Context: an optimization exercise on an open-source flow, tuned for a short achievable clock period and few clock cycles per item. The choices shown serve that exercise and are no tape-out recipe. The RTL was checked by simulation tests, not by an equivalence proof against the original design. No activity file was given, so power comes from the tool's default toggle rates.

## design.v

```verilog
`timescale 1ns/1ps
package pe_pkg;
    localparam int DATA_W  = 32;
    localparam int TA_W    = 6;     
    localparam int IMMLO_W = 6;
    localparam int IMMHI_W = 26;    
    localparam int OFFS_W  = 10;    
    localparam int CQ_AW   = 4;
    localparam int CQ_N    = 1 << CQ_AW;
    localparam int MEM_MAX = 5;
    localparam int MQ_AW   = 2;
    localparam int MQ_N    = 1 << MQ_AW;
    localparam logic [2:0] OP_ALU      = 3'b000;
    localparam logic [2:0] OP_LOAD     = 3'b001;
    localparam logic [2:0] OP_STORE    = 3'b010;
    localparam logic [2:0] OP_PREFIX_I = 3'b100;
    localparam logic [2:0] OP_CTRL     = 3'b101;
    localparam logic [3:0] ALU_OR   = 4'd0;
    localparam logic [3:0] ALU_AND  = 4'd1;
    localparam logic [3:0] ALU_XOR  = 4'd2;
    localparam logic [3:0] ALU_ADD  = 4'd3;
    localparam logic [3:0] ALU_SUB  = 4'd4;
    localparam logic [3:0] ALU_SLT  = 4'd5;
    localparam logic [3:0] ALU_SLTU = 4'd6;
    localparam logic [3:0] ALU_SLL  = 4'd7;
    localparam logic [3:0] ALU_SRL  = 4'd8;
    localparam logic [3:0] ALU_SRA  = 4'd9;
    localparam logic [3:0] MEM_B  = 4'd1;
    localparam logic [3:0] MEM_H  = 4'd2;
    localparam logic [3:0] MEM_W  = 4'd3;
    localparam logic [3:0] MEM_BU = 4'd4;
    localparam logic [3:0] MEM_HU = 4'd5;
    localparam logic [3:0] CTRL_TERM = 4'd4;
    localparam logic [1:0] TT_BZ  = 2'b00;    
    localparam logic [1:0] TT_BNZ = 2'b01;    
    localparam logic [1:0] TT_WRA = 2'b10;    
    localparam logic [1:0] TT_WRB = 2'b11;    
endpackage
`timescale 1ns/1ps
module operand_stage
(
    input  logic                       clk,
    input  logic                       rst_n_i,
    input  logic                       accept_i,    
    input  logic [65:0]                instr_i,
    input  logic [33:0]                fwd1_i,      
    input  logic [33:0]                fwd2_i,
    output logic                       v_o,         
    output logic [pe_pkg::CQ_AW-1:0]   tag_o,       
    output logic [2:0]                 op_o,
    output logic [3:0]                 funct_o,
    output logic [pe_pkg::OFFS_W-1:0]  off_o,
    output logic [15:0]                tgt_o,       
    output logic [31:0]                a_o,
    output logic [31:0]                b_o,
    output logic                       inv_o        
);
    logic [2:0]   op;
    logic         immab;
    logic [5:0]   immlo;
    logic         is_prefix;
    logic         prefix_q;    
    logic [25:0]  immhi_q;
    logic [31:0]  imm;
    logic [31:0]  a_d;
    logic [31:0]  b_d;
    assign op        = instr_i[65:63];
    assign immab     = instr_i[58];
    assign immlo     = instr_i[57:52];
    assign is_prefix = (op == pe_pkg::OP_PREFIX_I);
    assign imm = {(prefix_q ? immhi_q : 26'b0), immlo};
    assign a_d = (fwd1_i[33:32] == pe_pkg::TT_WRA) ? fwd1_i[31:0] :
                 (fwd2_i[33:32] == pe_pkg::TT_WRA) ? fwd2_i[31:0] : (immab ? 32'b0 : imm);
    assign b_d = (fwd1_i[33:32] == pe_pkg::TT_WRB) ? fwd1_i[31:0] :
                 (fwd2_i[33:32] == pe_pkg::TT_WRB) ? fwd2_i[31:0] : (immab ? imm : 32'b0);
    always_ff @(posedge clk)
    begin
        if (!rst_n_i)
        begin
            prefix_q <= 1'b0;
            v_o      <= 1'b0;
            tag_o    <= '0;
        end
        else
        begin
            v_o <= accept_i;
            if (v_o)
                tag_o <= tag_o + 1'b1;    
            if (accept_i)
                prefix_q <= is_prefix;    
        end
    end
    always_ff @(posedge clk)
    begin
        if (accept_i && is_prefix)
            immhi_q <= instr_i[51:26];
        op_o    <= op;
        funct_o <= instr_i[62:59];
        off_o   <= instr_i[25:16];
        tgt_o   <= instr_i[15:0];
        a_o     <= a_d;
        b_o     <= b_d;
        inv_o   <= (op == pe_pkg::OP_ALU) &&
                   ((instr_i[62:59] == pe_pkg::ALU_SUB) || (instr_i[62:59] == pe_pkg::ALU_SLT) ||
                    (instr_i[62:59] == pe_pkg::ALU_SLTU));
    end
endmodule
`timescale 1ns/1ps
module pe_alu
(
    input  logic                       clk,
    input  logic                       rst_n_i,
    input  logic                       v_i,
    input  logic [pe_pkg::CQ_AW-1:0]   tag_i,
    input  logic [2:0]                 op_i,
    input  logic [3:0]                 funct_i,
    input  logic [pe_pkg::OFFS_W-1:0]  off_i,
    input  logic [15:0]                tgt_i,
    input  logic [31:0]                a_i,
    input  logic [31:0]                b_i,
    input  logic                       inv_i,       
    output logic                       mv_o,
    output logic [pe_pkg::CQ_AW-1:0]   mtag_o,
    output logic                       mwe_o,
    output logic [3:0]                 mfn_o,
    output logic [31:0]                madr_o,
    output logic [31:0]                mdat_o,
    output logic [3:0]                 msel_o,
    output logic                       wv_o,
    output logic [pe_pkg::CQ_AW-1:0]   wtag_o,
    output logic [2:0]                 wop_o,
    output logic [3:0]                 wfunct_o,
    output logic [15:0]                wtgt_o,
    output logic [31:0]                wres_o
);
    logic         is_alu;
    logic         is_mem;
    logic         is_st;
    logic         fill;       
    logic [31:0]  bx;
    logic [31:0]  lgc_d;
    logic [31:0]  sdat_d;
    logic [3:0]   sel_d;
    logic [4:0]   sh_hi;      
    assign is_alu = (op_i == pe_pkg::OP_ALU);
    assign is_st  = (op_i == pe_pkg::OP_STORE);
    assign is_mem = (op_i == pe_pkg::OP_LOAD) || is_st;
    assign bx     = b_i ^ {32{inv_i}};
    assign fill   = (funct_i == pe_pkg::ALU_SRA) && a_i[31];
    assign sh_hi  = {b_i[4:2], 2'b00};
    always_comb
    begin
        case (funct_i)
            pe_pkg::ALU_OR:  lgc_d = a_i | b_i;
            pe_pkg::ALU_AND: lgc_d = a_i & b_i;
            default:         lgc_d = a_i ^ b_i;
        endcase
    end
    always_comb
    begin
        case (funct_i)
            pe_pkg::MEM_B, pe_pkg::MEM_BU:
            begin
                sel_d  = 4'b0001;
                sdat_d = {24'b0, b_i[7:0]};
            end
            pe_pkg::MEM_H, pe_pkg::MEM_HU:
            begin
                sel_d  = 4'b0011;
                sdat_d = {16'b0, b_i[15:0]};
            end
            default:
            begin
                sel_d  = 4'b1111;
                sdat_d = b_i;
            end
        endcase
    end
    logic         v1_q;
    logic [2:0]   op1_q;
    logic [3:0]   funct1_q;
    logic [15:0]  tgt1_q;
    logic [8:0]   s0_q;           
    logic [3:1][8:0] c0_q;        
    logic [3:1][8:0] c1_q;        
    logic [10:0]  slo_q;          
    logic [21:0]  ahi_q;          
    logic [21:0]  ahi1_q;         
    logic         sdiff_q;        
    logic         asign_q;
    logic [31:0]  shl_q;
    logic [31:0]  shr_q;
    logic         fill_q;
    logic [1:0]   sh_lo_q;        
    logic [31:0]  lgc_q;
    logic         s_sum_q, s_slt_q, s_sltu_q, s_shl_q, s_shr_q, s_lgc_q;
    always_ff @(posedge clk)
    begin
        if (!rst_n_i)
        begin
            v1_q <= 1'b0;
            mv_o <= 1'b0;
        end
        else
        begin
            v1_q <= v_i;
            mv_o <= v_i && is_mem;
        end
    end
    always_ff @(posedge clk)
    begin
        op1_q    <= op_i;
        funct1_q <= funct_i;
        tgt1_q   <= tgt_i;
        mtag_o   <= tag_i;
        s0_q     <= {1'b0, a_i[7:0]} + {1'b0, bx[7:0]} + {8'b0, inv_i};
        for (int k = 1; k < 4; k++)
        begin
            c0_q[k] <= {1'b0, a_i[8*k +: 8]} + {1'b0, bx[8*k +: 8]};
            c1_q[k] <= {1'b0, a_i[8*k +: 8]} + {1'b0, bx[8*k +: 8]} + 9'd1;
        end
        slo_q    <= {1'b0, a_i[9:0]} + {1'b0, off_i};
        ahi_q    <= a_i[31:10];
        ahi1_q   <= a_i[31:10] + 22'd1;
        sdiff_q  <= a_i[31] ^ b_i[31];
        asign_q  <= a_i[31];
        shl_q    <= a_i << sh_hi;
        shr_q    <= 32'($signed({fill, a_i}) >>> sh_hi);
        fill_q   <= fill;
        sh_lo_q  <= b_i[1:0];
        lgc_q    <= lgc_d;
        s_sum_q  <= is_alu && ((funct_i == pe_pkg::ALU_ADD) || (funct_i == pe_pkg::ALU_SUB));
        s_slt_q  <= is_alu && (funct_i == pe_pkg::ALU_SLT);
        s_sltu_q <= is_alu && (funct_i == pe_pkg::ALU_SLTU);
        s_shl_q  <= is_alu && (funct_i == pe_pkg::ALU_SLL);
        s_shr_q  <= is_alu && ((funct_i == pe_pkg::ALU_SRL) || (funct_i == pe_pkg::ALU_SRA));
        s_lgc_q  <= is_alu && (funct_i <= pe_pkg::ALU_XOR);
        mwe_o    <= is_st;
        mfn_o    <= funct_i;
        mdat_o   <= is_st ? sdat_d : 32'b0;
        msel_o   <= sel_d;
    end
    logic [31:0]  sum;
    logic [3:0]   cy;         
    logic         cout;
    logic         lt;
    logic [31:0]  shl;
    logic [31:0]  shr;
    assign cy[0] = s0_q[8];
    assign cy[1] = cy[0] ? c1_q[1][8] : c0_q[1][8];
    assign cy[2] = cy[1] ? c1_q[2][8] : c0_q[2][8];
    assign cy[3] = cy[2] ? c1_q[3][8] : c0_q[3][8];
    assign cout  = cy[3];
    assign sum   = {(cy[2] ? c1_q[3][7:0] : c0_q[3][7:0]),
                    (cy[1] ? c1_q[2][7:0] : c0_q[2][7:0]),
                    (cy[0] ? c1_q[1][7:0] : c0_q[1][7:0]),
                    s0_q[7:0]};
    assign shl = shl_q << sh_lo_q;
    assign shr = 32'($signed({fill_q, shr_q}) >>> sh_lo_q);
    assign lt  = (s_slt_q && (sdiff_q ? asign_q : sum[31])) || (s_sltu_q && !cout);
    assign madr_o = mwe_o ? {(slo_q[10] ? ahi1_q : ahi_q), slo_q[9:0]} : sum;
    always_ff @(posedge clk)
    begin
        if (!rst_n_i)
            wv_o <= 1'b0;
        else
            wv_o <= v1_q;
    end
    always_ff @(posedge clk)
    begin
        wtag_o   <= mtag_o;
        wop_o    <= op1_q;
        wfunct_o <= funct1_q;
        wtgt_o   <= tgt1_q;
        wres_o   <= ({32{s_sum_q}} & sum) |
                    ({32{s_shl_q}} & shl) |
                    ({32{s_shr_q}} & shr) |
                    ({32{s_lgc_q}} & lgc_q) |
                    {31'b0, lt};
    end
endmodule
`timescale 1ns/1ps
module load_store_unit
(
    input  logic                       clk,
    input  logic                       rst_n_i,
    input  logic                       mv_i,
    input  logic [pe_pkg::CQ_AW-1:0]   mtag_i,
    input  logic                       mwe_i,
    input  logic [3:0]                 mfn_i,
    input  logic [31:0]                madr_i,
    input  logic [31:0]                mdat_i,
    input  logic [3:0]                 msel_i,
    output logic                       wb_cyc_o,
    output logic                       wb_stb_o,
    output logic                       wb_we_o,
    output logic [31:0]                wb_adr_o,
    output logic [31:0]                wb_dat_o,
    output logic [3:0]                 wb_sel_o,
    input  logic                       wb_ack_i,
    input  logic [31:0]                wb_dat_i,
    output logic                       ack_o,
    output logic                       fin_o,
    output logic [pe_pkg::CQ_AW-1:0]   fin_tag_o,
    output logic                       fin_ld_o,
    output logic [31:0]                fin_dat_o    
);
    localparam int RW = 1 + 4 + 32 + 32 + 4 + pe_pkg::CQ_AW;    
    logic [RW-1:0]            q_mem [pe_pkg::MQ_N];
    logic [pe_pkg::MQ_AW-1:0] q_rp;
    logic [pe_pkg::MQ_AW-1:0] q_wp;
    logic                     q_ne;    
    logic [RW-1:0]  in_req;
    logic [RW-1:0]  nxt;
    logic [RW-1:0]  cur_q;    
    logic           cyc_q;
    logic           launch;
    logic           pop;
    logic           push;
    assign in_req = {mwe_i, mfn_i, madr_i, mdat_i, msel_i, mtag_i};
    assign ack_o  = cyc_q && wb_ack_i;
    assign launch = (!cyc_q || wb_ack_i) && (q_ne || mv_i);
    assign nxt    = q_ne ? q_mem[q_rp] : in_req;
    assign pop    = launch && q_ne;
    assign push   = mv_i && !(launch && !q_ne);
    always_ff @(posedge clk)
    begin
        if (!rst_n_i)
        begin
            q_rp     <= '0;
            q_wp     <= '0;
            q_ne     <= 1'b0;
            cyc_q    <= 1'b0;
            wb_cyc_o <= 1'b0;
            wb_stb_o <= 1'b0;
        end
        else
        begin
            if (push)
                q_wp <= q_wp + 1'b1;
            if (pop)
                q_rp <= q_rp + 1'b1;
            if (push || pop)
                q_ne <= push || ((q_rp + 1'b1) != q_wp);
            cyc_q    <= launch || (cyc_q && !wb_ack_i);
            wb_cyc_o <= launch || (cyc_q && !wb_ack_i);
            wb_stb_o <= launch || (cyc_q && !wb_ack_i);
        end
    end
    always_ff @(posedge clk)
    begin
        if (push)
            q_mem[q_wp] <= in_req;
        if (launch)
            cur_q <= nxt;
    end
    logic [RW-1:0] out_d;
    assign out_d = launch ? nxt : ((cyc_q && !wb_ack_i) ? cur_q : '0);
    always_ff @(posedge clk)
    begin
        wb_we_o  <= out_d[RW-1];
        wb_adr_o <= out_d[RW-6 -: 32];
        wb_dat_o <= out_d[RW-38 -: 32];
        wb_sel_o <= out_d[pe_pkg::CQ_AW +: 4];
    end
    logic [31:0] rdat_q;
    logic [3:0]  ffn_q;
    always_ff @(posedge clk)
    begin
        if (!rst_n_i)
            fin_o <= 1'b0;
        else
            fin_o <= ack_o;
        rdat_q    <= wb_dat_i;
        fin_tag_o <= cur_q[pe_pkg::CQ_AW-1:0];
        fin_ld_o  <= !cur_q[RW-1];
        ffn_q     <= cur_q[RW-2 -: 4];
    end
    always_comb
    begin
        case (ffn_q)
            pe_pkg::MEM_B:  fin_dat_o = {{24{rdat_q[7]}}, rdat_q[7:0]};
            pe_pkg::MEM_H:  fin_dat_o = {{16{rdat_q[15]}}, rdat_q[15:0]};
            pe_pkg::MEM_BU: fin_dat_o = {24'b0, rdat_q[7:0]};
            pe_pkg::MEM_HU: fin_dat_o = {16'b0, rdat_q[15:0]};
            default:        fin_dat_o = rdat_q;
        endcase
    end
endmodule
`timescale 1ns/1ps
module pe_sequencer
(
    input  logic                       clk,
    input  logic                       rst_n_i,
    input  logic                       instr_valid_i,
    input  logic [2:0]                 instr_op_i,     
    output logic                       instr_ready_o,
    output logic                       accept_o,
    input  logic                       wv_i,
    input  logic [pe_pkg::CQ_AW-1:0]   wtag_i,
    input  logic [2:0]                 wop_i,
    input  logic [3:0]                 wfunct_i,
    input  logic [15:0]                wtgt_i,        
    input  logic [31:0]                wres_i,
    input  logic                       ack_i,         
    input  logic                       fin_i,         
    input  logic [pe_pkg::CQ_AW-1:0]   fin_tag_i,
    input  logic                       fin_ld_i,
    input  logic [31:0]                fin_dat_i,
    output logic [31:0]                result_o,
    output logic [8:0]                 tgt1_o,        
    output logic [8:0]                 tgt2_o,
    output logic                       branch_o,
    output logic                       term_o,
    output logic                       done_o,
    output logic [pe_pkg::TA_W-1:0]    icount_o
);
    localparam int CQ_N = pe_pkg::CQ_N;
    localparam int MW   = 21;    
    logic [pe_pkg::CQ_AW:0] all_q;    
    logic [3:0]             mem_q;    
    logic                   rdy_q;    
    logic                   ret;      
    logic                   acc_mem;
    logic                   all_full;
    logic                   mem_full;
    logic                   ready_d;
    assign accept_o = instr_valid_i && rdy_q;
    assign acc_mem  = accept_o &&
                      ((instr_op_i == pe_pkg::OP_LOAD) || (instr_op_i == pe_pkg::OP_STORE));
    assign all_full = (accept_o && !ret && (all_q >= CQ_N - 1)) ||
                      ((accept_o == ret) && (all_q >= CQ_N));
    assign mem_full = (acc_mem && !ack_i && (mem_q >= pe_pkg::MEM_MAX - 1)) ||
                      ((acc_mem == ack_i) && (mem_q >= pe_pkg::MEM_MAX));
    assign ready_d  = !all_full && !mem_full;
    always_ff @(posedge clk)
    begin
        if (!rst_n_i)
        begin
            all_q         <= '0;
            mem_q         <= '0;
            rdy_q         <= 1'b1;
            instr_ready_o <= 1'b1;
        end
        else
        begin
            all_q         <= all_q + accept_o - ret;
            mem_q         <= mem_q + acc_mem - ack_i;
            rdy_q         <= ready_d;
            instr_ready_o <= ready_d;
        end
    end
    logic [31:0]              res_q  [CQ_N];
    logic [MW-1:0]            meta_q [CQ_N];
    logic [CQ_N-1:0]          vld_q;
    logic [CQ_N-1:0]          rdy_e_q;    
    logic [pe_pkg::CQ_AW-1:0] rp_q;
    logic [CQ_N-1:0]          rp_oh_q;    
    logic          w_alu, w_ld, w_mem, w_pfx, w_zero, w_take, w_term;
    logic [MW-1:0] w_meta;
    logic [CQ_N-1:0] w_oh;    
    assign w_oh = {{(CQ_N-1){1'b0}}, 1'b1} << wtag_i;
    assign w_alu  = (wop_i == pe_pkg::OP_ALU);
    assign w_ld   = (wop_i == pe_pkg::OP_LOAD);
    assign w_mem  = w_ld || (wop_i == pe_pkg::OP_STORE);
    assign w_pfx  = (wop_i == pe_pkg::OP_PREFIX_I);
    assign w_zero = (wres_i == 32'b0);
    assign w_take = w_alu && (((wtgt_i[9:8] == pe_pkg::TT_BZ) && w_zero) ||
                              ((wtgt_i[9:8] == pe_pkg::TT_BNZ) && !w_zero));
    assign w_term = (wop_i == pe_pkg::OP_CTRL) && (wfunct_i == pe_pkg::CTRL_TERM);
    assign w_meta = {w_pfx, (w_alu || w_ld) && wtgt_i[9], (w_alu || w_ld) && wtgt_i[1],
                     wtgt_i, w_take, w_term};
    logic [MW-1:0] h_meta;
    logic [31:0]   h_res;
    logic          h_vld;
    logic          h_known;    
    logic          h_fin;      
    logic          h_pfx, h_take, h_term;
    logic [5:0]    h_ta1;
    always_comb
    begin
        h_meta  = '0;
        h_res   = '0;
        h_vld   = 1'b0;
        h_known = 1'b0;
        for (int i = 0; i < CQ_N; i++)
        begin
            h_meta  = h_meta  | ({MW{rp_oh_q[i]}} & meta_q[i]);
            h_res   = h_res   | ({32{rp_oh_q[i]}} & res_q[i]);
            h_vld   = h_vld   | (rp_oh_q[i] & vld_q[i]);
            h_known = h_known | (rp_oh_q[i] & rdy_e_q[i]);
        end
    end
    assign h_fin   = fin_i && (fin_tag_i == rp_q);
    assign h_pfx   = h_meta[20];
    assign h_ta1   = h_meta[17:12];
    assign h_take  = h_meta[1];
    assign h_term  = h_meta[0];
    assign ret     = h_vld && (h_known || h_fin);
    always_ff @(posedge clk)
    begin
        if (!rst_n_i)
        begin
            vld_q   <= '0;
            rp_q    <= '0;
            rp_oh_q <= {{(CQ_N-1){1'b0}}, 1'b1};
        end
        else
        begin
            vld_q <= (vld_q & ~({CQ_N{ret}} & rp_oh_q)) | ({CQ_N{wv_i}} & w_oh);
            if (ret)
            begin
                rp_q    <= rp_q + 1'b1;
                rp_oh_q <= {rp_oh_q[CQ_N-2:0], rp_oh_q[CQ_N-1]};
            end
        end
    end
    always_ff @(posedge clk)
    begin
        if (wv_i)
        begin
            rdy_e_q[wtag_i] <= !w_mem;
            res_q[wtag_i]   <= wres_i;    
            meta_q[wtag_i]  <= w_meta;
        end
        if (fin_i)
        begin
            rdy_e_q[fin_tag_i] <= 1'b1;
            if (fin_ld_i)
                res_q[fin_tag_i] <= fin_dat_i;
        end
    end
    logic [5:0] ic_q;
    logic [5:0] ic_ret;    
    assign ic_ret = h_take ? h_ta1 : (h_term ? ic_q : ic_q + 1'b1);    
    always_ff @(posedge clk)
    begin
        if (!rst_n_i)
        begin
            done_o   <= 1'b0;
            ic_q     <= '0;
            icount_o <= '0;
        end
        else
        begin
            done_o   <= ret && !h_pfx;
            if (ret)
                ic_q <= ic_ret;
            icount_o <= ic_ret;
        end
    end
    always_ff @(posedge clk)
    begin
        result_o <= (h_known || !fin_ld_i) ? h_res : fin_dat_i;
        tgt1_o   <= {h_meta[19], h_meta[17:10]};
        tgt2_o   <= {h_meta[18], h_meta[9:2]};
        branch_o <= h_take;
        term_o   <= h_term;
    end
endmodule
`timescale 1ns/1ps
module pe_core
(
    input  logic         clk,
    input  logic         rst_n_i,
    input  logic [65:0]  instr_i,
    input  logic         instr_valid_i,
    output logic         instr_ready_o,
    input  logic [33:0]  fwd1_i,
    input  logic [33:0]  fwd2_i,
    output logic         wb_cyc_o,
    output logic         wb_stb_o,
    output logic         wb_we_o,
    output logic [31:0]  wb_adr_o,
    output logic [31:0]  wb_dat_o,
    output logic [3:0]   wb_sel_o,
    input  logic         wb_ack_i,
    input  logic [31:0]  wb_dat_i,
    output logic [31:0]  result_o,
    output logic [8:0]   tgt1_o,
    output logic [8:0]   tgt2_o,
    output logic         branch_o,
    output logic         term_o,
    output logic         done_o,
    output logic [5:0]   icount_o
);
    logic                       accept;
    logic                       ov;
    logic [pe_pkg::CQ_AW-1:0]   otag;
    logic [2:0]                 oop;
    logic [3:0]                 ofunct;
    logic [pe_pkg::OFFS_W-1:0]  ooff;
    logic [15:0]                otgt;
    logic [31:0]                oa;
    logic [31:0]                ob;
    logic                       oinv;
    logic                       mv;
    logic [pe_pkg::CQ_AW-1:0]   mtag;
    logic                       mwe;
    logic [3:0]                 mfn;
    logic [31:0]                madr;
    logic [31:0]                mdat;
    logic [3:0]                 msel;
    logic                       wv;
    logic [pe_pkg::CQ_AW-1:0]   wtag;
    logic [2:0]                 wop;
    logic [3:0]                 wfunct;
    logic [15:0]                wtgt;
    logic [31:0]                wres;
    logic                       ack;
    logic                       fin;
    logic [pe_pkg::CQ_AW-1:0]   fin_tag;
    logic                       fin_ld;
    logic [31:0]                fin_dat;
    operand_stage u_opnd (
        .clk(clk), .rst_n_i(rst_n_i), .accept_i(accept), .instr_i(instr_i),
        .fwd1_i(fwd1_i), .fwd2_i(fwd2_i), .v_o(ov), .tag_o(otag), .op_o(oop),
        .funct_o(ofunct), .off_o(ooff), .tgt_o(otgt), .a_o(oa), .b_o(ob),
        .inv_o(oinv)
    );
    pe_alu u_alu (
        .clk(clk), .rst_n_i(rst_n_i), .v_i(ov), .tag_i(otag), .op_i(oop), .funct_i(ofunct),
        .off_i(ooff), .tgt_i(otgt), .a_i(oa), .b_i(ob), .inv_i(oinv),
        .mv_o(mv), .mtag_o(mtag), .mwe_o(mwe), .mfn_o(mfn), .madr_o(madr),
        .mdat_o(mdat), .msel_o(msel),
        .wv_o(wv), .wtag_o(wtag), .wop_o(wop), .wfunct_o(wfunct), .wtgt_o(wtgt), .wres_o(wres)
    );
    load_store_unit u_lsu (
        .clk(clk), .rst_n_i(rst_n_i), .mv_i(mv), .mtag_i(mtag), .mwe_i(mwe), .mfn_i(mfn),
        .madr_i(madr), .mdat_i(mdat), .msel_i(msel),
        .wb_cyc_o(wb_cyc_o), .wb_stb_o(wb_stb_o), .wb_we_o(wb_we_o), .wb_adr_o(wb_adr_o),
        .wb_dat_o(wb_dat_o), .wb_sel_o(wb_sel_o), .wb_ack_i(wb_ack_i), .wb_dat_i(wb_dat_i),
        .ack_o(ack), .fin_o(fin), .fin_tag_o(fin_tag), .fin_ld_o(fin_ld), .fin_dat_o(fin_dat)
    );
    pe_sequencer u_seq (
        .clk(clk), .rst_n_i(rst_n_i), .instr_valid_i(instr_valid_i),
        .instr_op_i(instr_i[65:63]), .instr_ready_o(instr_ready_o), .accept_o(accept),
        .wv_i(wv), .wtag_i(wtag), .wop_i(wop), .wfunct_i(wfunct), .wtgt_i(wtgt), .wres_i(wres),
        .ack_i(ack), .fin_i(fin), .fin_tag_i(fin_tag), .fin_ld_i(fin_ld), .fin_dat_i(fin_dat),
        .result_o(result_o), .tgt1_o(tgt1_o), .tgt2_o(tgt2_o), .branch_o(branch_o),
        .term_o(term_o), .done_o(done_o), .icount_o(icount_o)
    );
endmodule
`timescale 1ns/1ps
module pe_top
(
    input  logic         clk,
    input  logic         rst_n,            
    input  logic [65:0]  instr_i,          
    input  logic         instr_valid_i,
    output logic         instr_ready_o,
    input  logic [33:0]  fwd1_i,           
    input  logic [33:0]  fwd2_i,
    output logic         wb_cyc_o,
    output logic         wb_stb_o,
    output logic         wb_we_o,
    output logic [31:0]  wb_adr_o,
    output logic [31:0]  wb_dat_o,
    output logic [3:0]   wb_sel_o,
    input  logic         wb_ack_i,
    input  logic [31:0]  wb_dat_i,
    output logic [31:0]  result_o,
    output logic [8:0]   tgt1_o,           
    output logic [8:0]   tgt2_o,
    output logic         branch_o,
    output logic         term_o,
    output logic         done_o,
    output logic [5:0]   icount_o
);
    pe_core u_core (
        .clk(clk), .rst_n_i(rst_n), .instr_i(instr_i), .instr_valid_i(instr_valid_i),
        .instr_ready_o(instr_ready_o), .fwd1_i(fwd1_i), .fwd2_i(fwd2_i), .wb_cyc_o(wb_cyc_o),
        .wb_stb_o(wb_stb_o), .wb_we_o(wb_we_o), .wb_adr_o(wb_adr_o), .wb_dat_o(wb_dat_o),
        .wb_sel_o(wb_sel_o), .wb_ack_i(wb_ack_i), .wb_dat_i(wb_dat_i), .result_o(result_o),
        .tgt1_o(tgt1_o), .tgt2_o(tgt2_o), .branch_o(branch_o), .term_o(term_o),
        .done_o(done_o), .icount_o(icount_o)
    );
endmodule
```

## run.sh

```bash
#!/bin/bash
# synth_recipe.tcl (not shown) runs the flow's synth.tcl, then flattens the netlist and writes it again
# the make line also repeats each setting of config.mk as NAME=value (left out here)
make -C /OpenROAD-flow-scripts/flow DESIGN_CONFIG=/design/flow/config.mk WORK_HOME=/design/flow/orfs CLKGATE_MAP_FILE= SYNTH_SCRIPT=/design/flow/synth_recipe.tcl finish
```

## config.mk

```make
export PLATFORM = sky130hd
export DESIGN_NAME = pe_top
export DESIGN_NICKNAME = pe_top
export VERILOG_FILES = /design/flow/design.v
export SDC_FILE = /design/flow/constraint.sdc
export NUM_CORES = 4
export LEC_CHECK = 0
export ABC_CLOCK_PERIOD_IN_PS = 2000
export CAP_MARGIN = 20
export CORE_MARGIN = 2
export CORE_UTILIZATION = 40
export SETUP_SLACK_MARGIN = 5
export SLEW_MARGIN = 20
```

## constraint.sdc

```tcl
create_clock -name core_clock -period 7.0 [get_ports {clk}]
set_input_delay 1.4000 -clock core_clock [delete_from_list [all_inputs] [get_ports {clk}]]
set_output_delay 1.4000 -clock core_clock [all_outputs]
set_load 0.01 [all_outputs]
```

==> results of run 1 <==
[metal layers]
layer,up-vias,global-route usage (%)
met5,-,0
met4,16,19.6
met3,1305,8.74
met2,4498,44.8
met1,29800,35.0
li1,24800,-
[worst max-delay path, delay by kind of cell (launching register included)]
family / cells / cell delay [ns]
compound gates: 4 / 0.79
buf+inv: 11 / 1.22
flops: 1 / 0.38
simple gates: 2 / 0.38
[where the power goes]
part	switching (uW)	internal, uW
logic	1540	1380
registers	434	12600
clock network	4780	6180
total	6750	20200
[metrics by stage]
step / worst slack (ns) / hold WS (ns) / std cells
final: 4.08 / 0.321 / 9790
after global routing: 4.08 / 0.330 / 9780
after CTS: 4.17 / 0.327 / 9581
after detailed placement: 2.89 / 0.312 / 8724
after global placement: 2.86 / 0.311 / 8724
after floorplan: 3.66 / 0.310 / 6175
[cell type report]
class	count	area, sq um
Clock buffer	304	5800
Timing Repair Buffer	1053	14100
Fill cell	16000	91300
Antenna cell	11	27.5
Timing Repair inverter	1	7.51
Clock inverter	74	945
Sequential cell	1946	51900
Multi-Input combinational cell	3589	29300
Tap cell	2640	3300
Inverter	172	711
[synth_stat cells (7+ instances only)]
| cell | instances | area, sq um |
|---|---|---|
| and3_1 | 49 | 307 |
| xnor2_1 | 66 | 578 |
| a21oi_1 | 553 | 2770 |
| or3_1 | 9 | 56.3 |
| a221o_1 | 7 | 70.1 |
| a21boi_0 | 8 | 60.1 |
| ha_1 | 146 | 1830 |
| nand3_1 | 81 | 405 |
| a211oi_1 | 21 | 158 |
| xor2_1 | 62 | 543 |
| mux2_2 | 211 | 2380 |
| mux4_2 | 138 | 3110 |
| nor3b_1 | 15 | 113 |
| dfxtp_1 | 697 | 14000 |
| o21a_1 | 14 | 105 |
| nor3_1 | 88 | 440 |
| buf_6 | 10 | 113 |
| o22ai_1 | 7 | 43.8 |
| nand4_1 | 38 | 238 |
| a22o_1 | 195 | 1710 |
| edfxtp_1 | 1249 | 37500 |
| nand2_1 | 341 | 1280 |
| clkbuf_1 | 340 | 1280 |
| fa_1 | 7 | 140 |
| a22oi_1 | 211 | 1580 |
| nor2b_1 | 14 | 87.6 |
| o21ai_0 | 250 | 1250 |
| mux2i_1 | 86 | 861 |
| nor2_1 | 590 | 2210 |
| buf_2 | 57 | 285 |
| inv_1 | 169 | 634 |
| a221oi_1 | 142 | 1240 |
| buf_1 | 80 | 300 |
| and2_1 | 22 | 138 |
| nor4_1 | 15 | 93.8 |
| nand2b_1 | 12 | 75.1 |
| a21oi_2 | 23 | 201 |
| or2_2 | 17 | 106 |
| o211ai_1 | 18 | 135 |
| a21o_1 | 18 | 135 |
| a222oi_1 | 24 | 240 |
[registers in the layout, indices dropped and copies added, names as in the netlist, 26 cells and up, named ones only]
| name | flops |
|---|---|
| u_core.u_alu.c0_q | 27 |
| u_core.u_alu.c1_q | 27 |
| u_core.u_alu.lgc_q | 32 |
| u_core.u_alu.mdat_o | 32 |
| u_core.u_alu.shl_q | 32 |
| u_core.u_alu.shr_q | 32 |
| u_core.u_alu.wres_o | 32 |
| u_core.u_lsu.cur_q | 75 |
| u_core.u_lsu.q_mem | 300 |
| u_core.u_lsu.rdat_q | 32 |
| u_core.u_lsu.wb_adr_o | 32 |
| u_core.u_lsu.wb_dat_o | 32 |
| u_core.u_opnd.a_o | 32 |
| u_core.u_opnd.b_o | 32 |
| u_core.u_opnd.immhi_q | 26 |
| u_core.u_seq.meta_q | 336 |
| u_core.u_seq.res_q | 512 |
| u_core.u_seq.result_o | 32 |
[timing repair]
| action | CTS | global route |
|---|---|---|
| gates cloned | 111 | 28 |
| gates resized for setup | 1511 | 471 |
| setup buffers | 368 | 170 |
| setup endpoints to repair | 2378 | 1195 |
| hold endpoints to repair | 0 | 0 |
| pin swaps | 193 | 169 |
[final timing paths]
path	from	endpoint	slack [ns]	cells after the start
setup / recovery	u_core.u_seq.rp_oh_q[3]	u_core.u_seq.rp_oh_q[13]	4.08	17
hold / removal	u_core.u_opnd.tgt_o[1]	u_core.u_alu.tgt1_q[1]	0.32	0
setup reg to reg	u_core.u_seq.rp_oh_q[3]	u_core.u_seq.rp_oh_q[13]	4.08	17
hold reg to reg	u_core.u_opnd.tgt_o[1]	u_core.u_alu.tgt1_q[1]	0.32	0
[cell families (layout without fill, tap and decap cells)]
group                    count (synthesis)  after routing
AO/OA/AOI/OAI                         1537           1538
XOR/XNOR                               128            128
adder cells (fa/ha/maj)                153            153
buffers and inverters                  665           1604
flip-flops                            1946           1946
multiplexers                           437            437
other                                    0             11
AND/OR/NAND/NOR                       1309           1333
[cells in the final DEF, fill, tap and decap left out, types with 165 or more instances in the layout]
| master | n |
|---|---|
| a22oi_1 | 176 |
| a22o_1 | 195 |
| mux2_2 | 187 |
| buf_4 | 319 |
| clkbuf_16 | 233 |
| nor2_1 | 547 |
| dfxtp_1 | 501 |
| buf_12 | 165 |
| buf_6 | 204 |
| edfxtp_1 | 1249 |
| nand2_1 | 296 |
| a21oi_1 | 476 |
==> out/metrics.yaml, run 1 <==
floorplan:
  die_h_um: 450
  fp.dieW_um: 450
  start_util_pct: 40.2
  ios: 301
  dieArea_sq_um: 202000
  core.rowCount: 163
  core-area_sq_um: 197000
run:
  maxCapViolations: 0
timing:
  layout_min_cycle_time_ns: 2.92
  setup_viol: 0
  rsz0062_at_grt: "true"
  tightest_slew_ns: 0.788
  slew_headroom_pct: 47.0
  fin_tns_setup_ns: 0
  fmax_mhz: 343
  finClkSkew_ns: 0.0798
  maxSlewViolCount: 0
  final_hold_viol_count: 0
  fin_crit_sh_pct: 41.7
worst_setup_path:
  cp-end-kind: "register"
  path_class: "reg2reg"
  crit_slowest_cell: "dfxtp_4"
  critPathLaunchType: "register"
  cp_max_fo: 5
  worstPathArrival_ns: 3.69
  cp_data_required_time_ns: 7.77
  cp_slowest_stage_delay_ns: 0.38
  worstPathCellList: "a22o_1 -> a221oi_2 -> and4_4 -> a21oi_4 -> buf_12 -> buf_6 -> buf_6 -> buf_6 -> buf_6 -> buf_8 -> buf_6 -> inv_8 -> buf_12 -> buf_12 -> buf_16 -> nand2_2 -> a21oi_2"
  crit_top_cell: "buf_6"
routing:
  drc_errors: 0
  routedWlPerCell_um: 32.3
  postRouteAntennaNets: 0
  vias: 60400
  dr_wl_met2_um: 141000
  met1_length_um: 109000
  drt-pass1-iter-count: 10
  wl_met3_um: 40300
  initialDrtViolationCount: 9334
  highest_layer: "met5"
  detail_route.wirelength_um: 317000
  via_per_inst: 6.17
synthesis:
  yosysWarnings: 4
  synth_cells: 6175
  syn_area_sq_um: 79500
  ys_seq_area_share_pct: 64.8
  synth_seq_cells: 1946
  synthAdderAreaFrac_pct: 2.48
  synth_compound_area_share_pct: 12.7
  ys_async_sr_fraction_pct: 0
  synth_cell_types: 77
  syn_avg_cell_area_sq_um: 12.9
  synthMuxAreaShare_pct: 8.03
  synthSimpleGateAreaFrac_pct: 7.22
  synth-edff-count: 1249
  ys.flop_type: "edfxtp_1"
  syn-num-nets: 6498
  synth_top_family_by_area: "compound AO/OA/AOI/OAI gates"
  synthXorXnorAreaFrac_pct: 1.41
clock_network:
  cts.sinks: 1946
  htreeDepth: 4
  postCtsHoldBufs: 0
  cts_tree: "yes"
  cts_buffer_depth: 3
  clk_transition_reported_paths_ns: 0.07
  clock_latency_ns: 0.89
  cts_made_buffers: 200
  clock-root-buffer: "clkbuf_16"
power_and_ir_drop:
  fin_total_pwr_uw: 26900
  power.density_nw_per_um2: 254
  p_leak_uw: 0.0385
  vdd_ir_drop_max_mv: 0.271
placed_design:
  io_buffers: 300
  gp_congestion: 0.891
  hpwl_um: 143000
  dpl_cell_area_sq_um: 85700
global_route:
  grt_pass1_vias: 57100
  grt_use_total_pct: 29.0
  grt_remaining_overflow: 0
  grt_max_degree: 75
  antenna_found_initial: 10
  grt_pass1_wl_um: 423000
layout:
  area_growth_pct: 33.5
  layout.nets: 7286
  drive_gt1_share_pct: 33.0
  fin_area_sq_um: 106000
  post-route-util_pct: 53.7
status:
  status: "complete, no violations"
min_path:
  hold_path_class: "reg2reg"
Testbench counts, summed over its fixed seeds: cycles 3,686, instrs 3,200.
==> inputs of run 2 (changes only) <==
--- a/design.v
+++ b/design.v
@@ -54,3 +54,3 @@
     output logic [31:0]                a_o,
-    output logic [31:0]                b_o,
+    output logic [31:0]                b_o,         
     output logic                       inv_o        
@@ -66,2 +66,3 @@
     logic [31:0]  b_d;
+    logic         inv_d;
     assign op        = instr_i[65:63];
@@ -70,2 +71,5 @@
     assign is_prefix = (op == pe_pkg::OP_PREFIX_I);
+    assign inv_d = (op == pe_pkg::OP_ALU) &&
+                   ((instr_i[62:59] == pe_pkg::ALU_SUB) || (instr_i[62:59] == pe_pkg::ALU_SLT) ||
+                    (instr_i[62:59] == pe_pkg::ALU_SLTU));
     assign imm = {(prefix_q ? immhi_q : 26'b0), immlo};
@@ -101,6 +105,4 @@
         a_o     <= a_d;
-        b_o     <= b_d;
-        inv_o   <= (op == pe_pkg::OP_ALU) &&
-                   ((instr_i[62:59] == pe_pkg::ALU_SUB) || (instr_i[62:59] == pe_pkg::ALU_SLT) ||
-                    (instr_i[62:59] == pe_pkg::ALU_SLTU));
+        b_o     <= b_d ^ {32{inv_d}};
+        inv_o   <= inv_d;
     end
@@ -119,3 +121,3 @@
     input  logic [31:0]                a_i,
-    input  logic [31:0]                b_i,
+    input  logic [31:0]                b_i,         
     input  logic                       inv_i,       
@@ -139,3 +141,2 @@
     logic         fill;       
-    logic [31:0]  bx;
     logic [31:0]  lgc_d;
@@ -147,3 +148,2 @@
     assign is_mem = (op_i == pe_pkg::OP_LOAD) || is_st;
-    assign bx     = b_i ^ {32{inv_i}};
     assign fill   = (funct_i == pe_pkg::ALU_SRA) && a_i[31];
@@ -182,5 +182,5 @@
     logic [15:0]  tgt1_q;
-    logic [8:0]   s0_q;           
-    logic [3:1][8:0] c0_q;        
-    logic [3:1][8:0] c1_q;        
+    logic [16:0]  lo_q;           
+    logic [16:0]  hi0_q;          
+    logic [16:0]  hi1_q;          
     logic [10:0]  slo_q;          
@@ -215,8 +215,5 @@
         mtag_o   <= tag_i;
-        s0_q     <= {1'b0, a_i[7:0]} + {1'b0, bx[7:0]} + {8'b0, inv_i};
-        for (int k = 1; k < 4; k++)
-        begin
-            c0_q[k] <= {1'b0, a_i[8*k +: 8]} + {1'b0, bx[8*k +: 8]};
-            c1_q[k] <= {1'b0, a_i[8*k +: 8]} + {1'b0, bx[8*k +: 8]} + 9'd1;
-        end
+        lo_q     <= 17'(({1'b0, a_i[15:0], 1'b1} + {1'b0, b_i[15:0], inv_i}) >> 1);
+        hi0_q    <= {1'b0, a_i[31:16]} + {1'b0, b_i[31:16]};
+        hi1_q    <= 17'(({1'b0, a_i[31:16], 1'b1} + {1'b0, b_i[31:16], 1'b1}) >> 1);
         slo_q    <= {1'b0, a_i[9:0]} + {1'b0, off_i};
@@ -224,3 +221,3 @@
         ahi1_q   <= a_i[31:10] + 22'd1;
-        sdiff_q  <= a_i[31] ^ b_i[31];
+        sdiff_q  <= a_i[31] ^ b_i[31] ^ inv_i;
         asign_q  <= a_i[31];
@@ -243,3 +240,2 @@
     logic [31:0]  sum;
-    logic [3:0]   cy;         
     logic         cout;
@@ -248,11 +244,4 @@
     logic [31:0]  shr;
-    assign cy[0] = s0_q[8];
-    assign cy[1] = cy[0] ? c1_q[1][8] : c0_q[1][8];
-    assign cy[2] = cy[1] ? c1_q[2][8] : c0_q[2][8];
-    assign cy[3] = cy[2] ? c1_q[3][8] : c0_q[3][8];
-    assign cout  = cy[3];
-    assign sum   = {(cy[2] ? c1_q[3][7:0] : c0_q[3][7:0]),
-                    (cy[1] ? c1_q[2][7:0] : c0_q[2][7:0]),
-                    (cy[0] ? c1_q[1][7:0] : c0_q[1][7:0]),
-                    s0_q[7:0]};
+    assign sum  = {(lo_q[16] ? hi1_q[15:0] : hi0_q[15:0]), lo_q[15:0]};
+    assign cout = lo_q[16] ? hi1_q[16] : hi0_q[16];
     assign shl = shl_q << sh_lo_q;
@@ -419,10 +408,10 @@
     localparam int MW   = 21;    
-    logic [pe_pkg::CQ_AW:0] all_q;    
-    logic [3:0]             mem_q;    
-    logic                   rdy_q;    
-    logic                   ret;      
-    logic                   acc_mem;
-    logic                   all_full;
-    logic                   mem_full;
-    logic                   ready_d;
+    logic [CQ_N-1:0]           all_q;    
+    logic [pe_pkg::MEM_MAX-1:0] mem_q;   
+    logic                      rdy_q;    
+    logic                      ret;      
+    logic                      acc_mem;
+    logic                      all_full;
+    logic                      mem_full;
+    logic                      ready_d;
     assign accept_o = instr_valid_i && rdy_q;
@@ -430,6 +419,6 @@
                       ((instr_op_i == pe_pkg::OP_LOAD) || (instr_op_i == pe_pkg::OP_STORE));
-    assign all_full = (accept_o && !ret && (all_q >= CQ_N - 1)) ||
-                      ((accept_o == ret) && (all_q >= CQ_N));
-    assign mem_full = (acc_mem && !ack_i && (mem_q >= pe_pkg::MEM_MAX - 1)) ||
-                      ((acc_mem == ack_i) && (mem_q >= pe_pkg::MEM_MAX));
+    assign all_full = (accept_o && !ret && all_q[CQ_N-2]) ||
+                      ((accept_o == ret) && all_q[CQ_N-1]);
+    assign mem_full = (acc_mem && !ack_i && mem_q[pe_pkg::MEM_MAX-2]) ||
+                      ((acc_mem == ack_i) && mem_q[pe_pkg::MEM_MAX-1]);
     assign ready_d  = !all_full && !mem_full;
@@ -446,4 +435,10 @@
         begin
-            all_q         <= all_q + accept_o - ret;
-            mem_q         <= mem_q + acc_mem - ack_i;
+            if (accept_o && !ret)
+                all_q <= {all_q[CQ_N-2:0], 1'b1};
+            else if (!accept_o && ret)
+                all_q <= {1'b0, all_q[CQ_N-1:1]};
+            if (acc_mem && !ack_i)
+                mem_q <= {mem_q[pe_pkg::MEM_MAX-2:0], 1'b1};
+            else if (!acc_mem && ack_i)
+                mem_q <= {1'b0, mem_q[pe_pkg::MEM_MAX-1:1]};
             rdy_q         <= ready_d;
@@ -454,4 +449,3 @@
     logic [MW-1:0]            meta_q [CQ_N];
-    logic [CQ_N-1:0]          vld_q;
-    logic [CQ_N-1:0]          rdy_e_q;    
+    logic [CQ_N-1:0]          rr_q;       
     logic [pe_pkg::CQ_AW-1:0] rp_q;
@@ -461,3 +455,5 @@
     logic [CQ_N-1:0] w_oh;    
-    assign w_oh = {{(CQ_N-1){1'b0}}, 1'b1} << wtag_i;
+    logic [CQ_N-1:0] fin_oh;    
+    assign w_oh   = {{(CQ_N-1){1'b0}}, 1'b1} << wtag_i;
+    assign fin_oh = {{(CQ_N-1){1'b0}}, 1'b1} << fin_tag_i;
     assign w_alu  = (wop_i == pe_pkg::OP_ALU);
@@ -474,3 +470,2 @@
     logic [31:0]   h_res;
-    logic          h_vld;
     logic          h_known;    
@@ -483,3 +478,2 @@
         h_res   = '0;
-        h_vld   = 1'b0;
         h_known = 1'b0;
@@ -489,4 +483,3 @@
             h_res   = h_res   | ({32{rp_oh_q[i]}} & res_q[i]);
-            h_vld   = h_vld   | (rp_oh_q[i] & vld_q[i]);
-            h_known = h_known | (rp_oh_q[i] & rdy_e_q[i]);
+            h_known = h_known | (rp_oh_q[i] & rr_q[i]);
         end
@@ -498,3 +491,3 @@
     assign h_term  = h_meta[0];
-    assign ret     = h_vld && (h_known || h_fin);
+    assign ret     = h_known || h_fin;
     always_ff @(posedge clk)
@@ -503,3 +496,3 @@
         begin
-            vld_q   <= '0;
+            rr_q    <= '0;
             rp_q    <= '0;
@@ -509,3 +502,4 @@
         begin
-            vld_q <= (vld_q & ~({CQ_N{ret}} & rp_oh_q)) | ({CQ_N{wv_i}} & w_oh);
+            rr_q <= (rr_q | ({CQ_N{wv_i && !w_mem}} & w_oh) | ({CQ_N{fin_i}} & fin_oh)) &
+                    ~({CQ_N{ret}} & rp_oh_q);
             if (ret)
@@ -521,3 +515,2 @@
         begin
-            rdy_e_q[wtag_i] <= !w_mem;
             res_q[wtag_i]   <= wres_i;    
@@ -527,3 +520,2 @@
         begin
-            rdy_e_q[fin_tag_i] <= 1'b1;
             if (fin_ld_i)
@@ -553,3 +545,3 @@
     begin
-        result_o <= (h_known || !fin_ld_i) ? h_res : fin_dat_i;
+        result_o <= (h_fin && fin_ld_i) ? fin_dat_i : h_res;
         tgt1_o   <= {h_meta[19], h_meta[17:10]};
--- a/config.mk
+++ b/config.mk
@@ -10,3 +10,5 @@
 export CORE_MARGIN = 2
-export CORE_UTILIZATION = 40
+export CORE_UTILIZATION = 55
+export CTS_CLUSTER_DIAMETER = 60
+export CTS_CLUSTER_SIZE = 30
 export SETUP_SLACK_MARGIN = 5
==> out/metrics.yaml, run 2 <==
status:
  status: "complete, no violations"
synthesis:
  synth_cell_types: 71
  synth_cells: 6145
  yosysWarnings: 4
  synth_seq_cells: 1930
  syn_avg_cell_area_sq_um: 12.7
  synthTopCellsByArea: "edfxtp_1 48%, dfxtp_1 17%, a21oi_1 4.1%"
  syn_area_sq_um: 78200
  ys_async_sr_fraction_pct: 0
  synth_most_common_cell: "edfxtp_1"
  synth_top_area_share_pct: 48.0
  synth-edff-count: 1249
  yosysTopAreaCell: "edfxtp_1"
  syn-num-nets: 6404
  ys_seq_area_share_pct: 65.4
  synth_commonest_cells: "1249 x edfxtp_1, 681 x dfxtp_1, 635 x a21oi_1, 606 x nor2_1, 379 x nand2_1"
  ys.flop_type: "edfxtp_1"
layout:
  mostFrequentLayoutCell: "edfxtp_1"
  fillers: 9676
  multi_input_area_sq_um: 28300
  area_growth_pct: 28.0
  mostFrequentLayoutCells: "1249 x edfxtp_1, 479 x nor2_1, 473 x a21oi_1"
  fin_area_sq_um: 100000
  layout.nets: 7015
  regArea_sq_um: 51600
  largest_reg_flops: 512
  largestRegisters: "u_core.u_seq.res_q: 512 flops, u_core.u_seq.meta_q: 336 flops, u_core.u_lsu.q_mem: 300 flops"
  max_flop_register: "u_core.u_seq.res_q"
  drive_gt1_share_pct: 32.6
run:
  maxCapViolations: 0
clock_network:
  cts_made_buffers: 138
  clock-root-buffer: "clkbuf_16"
  postCtsHoldBufs: 0
  cts_tree: "yes"
  clk_transition_reported_paths_ns: 0.09
  cts.sinks: 1930
  cts_buffer_depth: 3
  clock_latency_ns: 0.82
  htreeDepth: 4
placed_design:
  io_buffers: 300
  dpl_cell_area_sq_um: 83200
  hpwl_um: 139000
  gp_congestion: 0.921
min_path:
  min_delay_path_depth: 0
  hold_path_class: "reg2reg"
worst_setup_path:
  reg2reg_depth: 14
  cp_data_required_time_ns: 5.60
  path_class: "reg2out"
  cp_slowest_stage_delay_ns: 0.42
  crit_slowest_cell: "dfxtp_4"
  worstPathCellList: "buf_6"
  worstPathArrival_ns: 1.36
  startpoint: "u_core.u_lsu.wb_adr_o[4]"
  path_buf_inv: 1
  r2r_slack_ns: 4.45
  cp-end-kind: "output port"
  cp_max_fo: 1
  critPathLaunchType: "register"
  crit_cells: 1
  critPathTopFamily: "flip-flops"
  r2r_end: "u_core.u_seq.result_o[13]"
  timing.rr.start: "u_core.u_lsu.fin_tag_o[3]"
  cp-endpoint: "wb_adr_o[4]"
global_route:
  grt_pass1_vias: 53100
  grt_use_total_pct: 35.8
  grt_pass1_wl_um: 377000
  grt_remaining_overflow: 0
  grt_max_degree: 111
  antenna_found_initial: 15
power_and_ir_drop:
  power.density_nw_per_um2: 233
  p_leak_uw: 0.0348
  vdd_ir_drop_max_mv: 0.268
timing:
  layout_min_cycle_time_ns: 2.76
  hold_slack_ns: 0.320
  final_hold_viol_count: 0
  setup_viol: 0
  tightest_slew_ns: 0.694
  slew_headroom_pct: 52.4
  fin_crit_sh_pct: 39.4
  finClkSkew_ns: 0.0340
  maxSlewViolCount: 0
  fin_tns_setup_ns: 0
  rsz0062_at_grt: "true"
  fmax_mhz: 363
floorplan:
  core.rowCount: 138
  ios: 301
  start_util_pct: 55.3
  core-area_sq_um: 141000
  die_h_um: 381
  fp.dieW_um: 381
  dieArea_sq_um: 145000
routing:
  drt-pass1-iter-count: 10
  routedWlPerCell_um: 33.8
  initialDrtViolationCount: 9684
  drc_errors: 0
  via_per_inst: 6.70
  postRouteAntennaNets: 0
  vias: 58700
  detail_route.wirelength_um: 296000
-- run 2: cell count changes after synthesis, sizes merged, moves of 34 or more --
| cell | before | now |
|---|---|---|
| nand4 | 38 | 72 |
| inv | 171 | 112 |
| nand2 | 341 | 379 |
| a21oi | 577 | 653 |
| ha | 146 | 85 |
| o21ai | 254 | 208 |
| xor2 | 62 | 22 |
-- run 2: logic make-up (layout without fill, tap and decap cells) --
| group | Yosys count | count (layout) | synth area share (%) |
|---|---|---|---|
| mux | 425 | 425 | 7.68 |
| xor+xnor | 120 | 120 | 1.34 |
| fa+ha+maj | 89 | 89 | 1.46 |
| simple gates | 1384 | 1403 | 7.81 |
| buf+inv | 635 | 1334 | 3.23 |
| other cells | 0 | 10 | 0 |
| flops | 1930 | 1930 | 65.4 |
| compound gates | 1562 | 1562 | 13.1 |
-- run 2: cell type report --
type,instances,share of cell area [%]
Sequential cell,1930,51.5
Multi-Input combinational cell,3599,28.3
Timing Repair Buffer,969,12.6
Clock buffer,156,3.63
Tap cell,1890,2.36
Clock inverter,91,0.960
Inverter,114,0.550
Timing Repair inverter,4,0.0388
Antenna cell,10,0.0250
-- run 2: power breakdown --
group	switching, uW	total [uW]	leakage (uW)	internal [uW]
sequential	341	12800	0.0169	12400
clock	4340	8420	0.00226	4080
combinational	1230	2150	0.0156	926
total	5900	23300	0.0348	17400
-- run 2: worst min-delay path by stage --
| stage | from | to | slack (ns) |
|---|---|---|---|
| detailed placement | u_core.u_alu.tgt1_q[11] | u_core.u_alu.wtgt_o[11] | 0.31 |
| floorplan | u_core.u_opnd.tgt_o[0] | u_core.u_alu.tgt1_q[0] | 0.31 |
| global route | u_core.u_alu.tgt1_q[5] | u_core.u_alu.wtgt_o[5] | 0.33 |
| global placement | u_core.u_opnd.tgt_o[15] | u_core.u_alu.tgt1_q[15] | 0.31 |
| CTS | u_core.u_alu.tgt1_q[5] | u_core.u_alu.wtgt_o[5] | 0.32 |
| finish | u_core.u_alu.tgt1_q[5] | u_core.u_alu.wtgt_o[5] | 0.32 |
-- run 2: repair_timing --
action	CTS	global route
gates resized for setup	1305	771
endpoints found under the setup margin	2200	1339
cloned	60	82
pin swaps	131	174
setup buffers	265	177
-- run 2: per-stage QoR --
stage	total power [uW]	std cells	setup slack (ns)	utilization [%]
final	23300	8763	4.24	70.9
after global routing	23900	8753	4.22	70.8
after CTS	23100	8494	4.20	66.5
after detailed placement	14700	7922	2.74	58.9
after global placement	14700	7922	2.79	58.9
after floorplan	14000	6145	3.65	-
-- run 2: routing by layer --
| layer | up-vias | part of all wire, % | track usage, % | routed length (um) |
|---|---|---|---|---|
| li1 | 24300 | - | - | - |
| met1 | 28800 | 35 | 47.4 | 104000 |
| met2 | 4400 | 45 | 57.2 | 132000 |
| met3 | 1187 | 13 | 6.42 | 37100 |
| met5 | - | 0.067 | 0 | 197 |
| met4 | 14 | 7.8 | 18.0 | 23200 |
Testbench counts of run 2, summed over its fixed seeds: cycles 3,686, instrs 3,200.
==> inputs of run 3 (changes only) <==
--- a/design.v
+++ b/design.v
@@ -9,5 +9,3 @@
     localparam int CQ_N    = 1 << CQ_AW;
-    localparam int MEM_MAX = 5;
-    localparam int MQ_AW   = 2;
-    localparam int MQ_N    = 1 << MQ_AW;
+    localparam int MEM_MAX = 6;
     localparam logic [2:0] OP_ALU      = 3'b000;
@@ -297,19 +295,35 @@
     localparam int RW = 1 + 4 + 32 + 32 + 4 + pe_pkg::CQ_AW;    
-    logic [RW-1:0]            q_mem [pe_pkg::MQ_N];
-    logic [pe_pkg::MQ_AW-1:0] q_rp;
-    logic [pe_pkg::MQ_AW-1:0] q_wp;
-    logic                     q_ne;    
+    localparam int QN = pe_pkg::MEM_MAX;    
+    logic [RW-1:0]  q_mem [QN];
+    logic [QN-1:0]  q_rp;
+    logic [QN-1:0]  q_wp;
+    logic [QN:0]    q_cnt;    
     logic [RW-1:0]  in_req;
-    logic [RW-1:0]  nxt;
-    logic [RW-1:0]  cur_q;    
+    logic [RW-1:0]  head;     
+    logic [RW-1:0]  head2;    
     logic           cyc_q;
-    logic           launch;
-    logic           pop;
-    logic           push;
     assign in_req = {mwe_i, mfn_i, madr_i, mdat_i, msel_i, mtag_i};
     assign ack_o  = cyc_q && wb_ack_i;
-    assign launch = (!cyc_q || wb_ack_i) && (q_ne || mv_i);
-    assign nxt    = q_ne ? q_mem[q_rp] : in_req;
-    assign pop    = launch && q_ne;
-    assign push   = mv_i && !(launch && !q_ne);
+    always_comb
+    begin
+        head  = '0;
+        head2 = '0;
+        for (int i = 0; i < QN; i++)
+        begin
+            head  = head  | ({RW{q_rp[i]}} & q_mem[i]);
+            head2 = head2 | ({RW{q_rp[(i + QN - 1) % QN]}} & q_mem[i]);
+        end
+    end
+    logic [RW-1:0]  req_new;    
+    logic [RW-1:0]  out_ack;
+    logic [RW-1:0]  out_hold;
+    logic           cyc_ack;
+    logic           cyc_hold;
+    logic           ack;
+    assign req_new  = mv_i ? in_req : '0;
+    assign out_ack  = q_cnt[1] ? head2 : req_new;
+    assign out_hold = cyc_q ? head : req_new;
+    assign cyc_ack  = q_cnt[1] || mv_i;
+    assign cyc_hold = cyc_q || mv_i;
+    assign ack      = wb_ack_i && cyc_q;
     always_ff @(posedge clk)
@@ -318,5 +332,5 @@
         begin
-            q_rp     <= '0;
-            q_wp     <= '0;
-            q_ne     <= 1'b0;
+            q_rp     <= {{(QN-1){1'b0}}, 1'b1};
+            q_wp     <= {{(QN-1){1'b0}}, 1'b1};
+            q_cnt    <= '0;
             cyc_q    <= 1'b0;
@@ -327,11 +341,13 @@
         begin
-            if (push)
-                q_wp <= q_wp + 1'b1;
-            if (pop)
-                q_rp <= q_rp + 1'b1;
-            if (push || pop)
-                q_ne <= push || ((q_rp + 1'b1) != q_wp);
-            cyc_q    <= launch || (cyc_q && !wb_ack_i);
-            wb_cyc_o <= launch || (cyc_q && !wb_ack_i);
-            wb_stb_o <= launch || (cyc_q && !wb_ack_i);
+            if (mv_i)
+                q_wp <= {q_wp[QN-2:0], q_wp[QN-1]};
+            if (ack)
+                q_rp <= {q_rp[QN-2:0], q_rp[QN-1]};
+            if (mv_i && !ack)
+                q_cnt <= {q_cnt[QN-1:0], 1'b1};
+            else if (!mv_i && ack)
+                q_cnt <= {1'b0, q_cnt[QN:1]};
+            cyc_q    <= wb_ack_i ? (cyc_q ? cyc_ack : cyc_hold) : cyc_hold;
+            wb_cyc_o <= wb_ack_i ? (wb_stb_o ? cyc_ack : cyc_hold) : (wb_stb_o || mv_i);
+            wb_stb_o <= wb_ack_i ? (wb_cyc_o ? cyc_ack : cyc_hold) : (wb_cyc_o || mv_i);
         end
@@ -340,9 +356,8 @@
     begin
-        if (push)
-            q_mem[q_wp] <= in_req;
-        if (launch)
-            cur_q <= nxt;
+        for (int i = 0; i < QN; i++)
+            if (mv_i && q_wp[i])
+                q_mem[i] <= in_req;
     end
     logic [RW-1:0] out_d;
-    assign out_d = launch ? nxt : ((cyc_q && !wb_ack_i) ? cur_q : '0);
+    assign out_d = ack ? out_ack : out_hold;
     always_ff @(posedge clk)
@@ -361,7 +376,7 @@
         else
-            fin_o <= ack_o;
+            fin_o <= ack;
         rdat_q    <= wb_dat_i;
-        fin_tag_o <= cur_q[pe_pkg::CQ_AW-1:0];
-        fin_ld_o  <= !cur_q[RW-1];
-        ffn_q     <= cur_q[RW-2 -: 4];
+        fin_tag_o <= head[pe_pkg::CQ_AW-1:0];
+        fin_ld_o  <= !head[RW-1];
+        ffn_q     <= head[RW-2 -: 4];
     end
@@ -416,2 +431,5 @@
     logic                      ready_d;
+    logic                      acc_p;       
+    logic                      acc_mem_p;
+    logic                      ready_p;
     assign accept_o = instr_valid_i && rdy_q;
@@ -424,2 +442,8 @@
     assign ready_d  = !all_full && !mem_full;
+    assign acc_p     = instr_valid_i && instr_ready_o;
+    assign acc_mem_p = acc_p &&
+                       ((instr_op_i == pe_pkg::OP_LOAD) || (instr_op_i == pe_pkg::OP_STORE));
+    assign ready_p   = !((acc_p && !ret && all_q[CQ_N-2]) || ((acc_p == ret) && all_q[CQ_N-1])) &&
+                       !((acc_mem_p && !ack_i && mem_q[pe_pkg::MEM_MAX-2]) ||
+                         ((acc_mem_p == ack_i) && mem_q[pe_pkg::MEM_MAX-1]));
     always_ff @(posedge clk)
@@ -443,3 +467,3 @@
                 mem_q <= {1'b0, mem_q[pe_pkg::MEM_MAX-1:1]};
-            rdy_q         <= ready_d;
+            rdy_q         <= ready_p;
             instr_ready_o <= ready_d;
--- a/config.mk
+++ b/config.mk
@@ -10,5 +10,5 @@
 export CORE_MARGIN = 2
-export CORE_UTILIZATION = 55
-export CTS_CLUSTER_DIAMETER = 60
-export CTS_CLUSTER_SIZE = 30
+export CORE_UTILIZATION = 70
+export CTS_CLUSTER_DIAMETER = 150
+export CTS_CLUSTER_SIZE = 60
 export SETUP_SLACK_MARGIN = 5
==> out/metrics.yaml, run 3 <==
clock_network:
  postCtsHoldBufs: 0
  cts.sinks: 2021
  cts_buffer_depth: 3
  cts_made_buffers: 39
  clock-root-buffer: "clkbuf_16"
  htreeDepth: 2
synthesis:
  yosysWarnings: 5
  syn_area_sq_um: 83400
  ys.flop_type: "edfxtp_1"
  ys_seq_area_share_pct: 64.4
  synth_top_area_share_pct: 47.7
  yosysTopAreaCell: "edfxtp_1"
  syn_avg_cell_area_sq_um: 12.1
  synth_top_family_by_area: "compound AO/OA/AOI/OAI gates"
  synthMuxAreaShare_pct: 4.80
  synthSimpleGateAreaFrac_pct: 8.45
  synth_seq_cells: 2021
  syn-num-nets: 7172
  synthTopCellsByArea: "edfxtp_1 48%, dfxtp_1 17%, a21oi_1 4.5%"
  synth_compound_area_share_pct: 16.4
  synth-edff-count: 1324
  synth_most_common_cell: "edfxtp_1"
  synth_commonest_cells: "1324 x edfxtp_1, 757 x a21oi_1, 697 x dfxtp_1, 599 x nor2_1, 482 x nand2_1"
  synth_cells: 6914
  synth_cell_types: 70
  synthAdderAreaFrac_pct: 1.36
  synthXorXnorAreaFrac_pct: 1.21
  ys_async_sr_fraction_pct: 0
placed_design:
  io_buffers: 300
  place_inst: 8240
  dpl_cell_area_sq_um: 88100
  hpwl_um: 144000
  gp_congestion: 0.938
floorplan:
  fp.dieW_um: 349
  die_h_um: 349
  start_util_pct: 70.7
  core.rowCount: 126
  ios: 301
global_route:
  grt_max_degree: 88
  grt_use_total_pct: 80.0
  grt_remaining_overflow: 535
status:
  lastStage: "5_1_grt"
  error: "[ERROR GRT-0232] Routing congestion too high. Check the congestion heatmap in the GUI."
  status: "did not finish"
==> run 3: power groups by stage <==
| stage | clock (uW) | sequential (uW) | combinational, uW |
|---|---|---|---|
| 2_1_floorplan | 0 | 13400 | 1160 |
| 3_3_place_gp | 0 | 13600 | 1600 |
| 3_5_place_dp | 0 | 13600 | 1630 |
| 4_1_cts | 4330 | 13300 | 2010 |
==> run 3: cell families after synthesis <==
logic type      after synthesis
mux                         317
xor+xnor                    115
compound gates             2055
simple gates               1595
buf+inv                     723
flops                      2021
fa+ha+maj                    88
==> run 3: worst max path at each step <==
stage                                    from                         to  slack [ns]  depth (start not counted)
floorplan                            wb_ack_i      u_core.u_lsu.q_cnt[2]        4.24                         11
global placement                     wb_ack_i  u_core.u_lsu.wb_dat_o[13]        3.29                          7
detailed placement                   wb_ack_i  u_core.u_lsu.wb_dat_o[19]        3.26                          7
CTS                 u_core.u_lsu.wb_adr_o[18]               wb_adr_o[18]        4.27                          1
==> run 3: through the flow <==
step	setup slack (ns)	hold WS (ns)	utilization, %
3_3_place_gp	3.29	0.310	74.6
2_1_floorplan	4.24	0.310	-
3_5_place_dp	3.26	0.312	74.6
4_1_cts	4.27	0.332	81.8
==> run 3: repair_timing <==
action                     4_1_cts
buffers inserted               293
pin swaps                      143
hold endpoints to repair         0
cloned                          72
setup endpoints to repair     2132
resized for setup             1454
==> run 3: metal layers <==
metal | overflow | GRT usage [%]
met1 | 94 | 81.1
met2 | 170 | 91.9
met3 | 89 | 69.9
met4 | 170 | 74.8
met5 | 12 | 49.2
Testbench counts of run 3, summed over its fixed seeds: cycles 3,647, instrs 3,200.

## static timing again, ports no longer ideal
In the flow no input, the clock included, has a driving cell. The finished layouts below were timed again as built, in two steps. Step 1 sets driving cells, clkbuf_16 on the clock port and buf_2 on the other inputs (assumed; they add their load-dependent delay and slew). Step 2 also shifts input and output timing later by t, the mid clock arrival at the registers, as if the neighbouring blocks saw the same clock. a / b / c = ideal / step 1 / step 2; a / b = the first two.
run | t (ns) | slack for setup (ns) | worst data-port slew with drivers (ns) | cell pins on the clock port's net
run 1 | 0.942 | 4.083 / 4.068 / 3.828 | 0.08 | 1
run 2 | 0.891 | 4.242 / 4.154 / 4.098 | 0.12 | 1
After both steps every run listed still meets setup and hold. The setup slack of run 1, which loses most, moves by -0.015 ns with the drivers and by -0.255 ns with both steps.
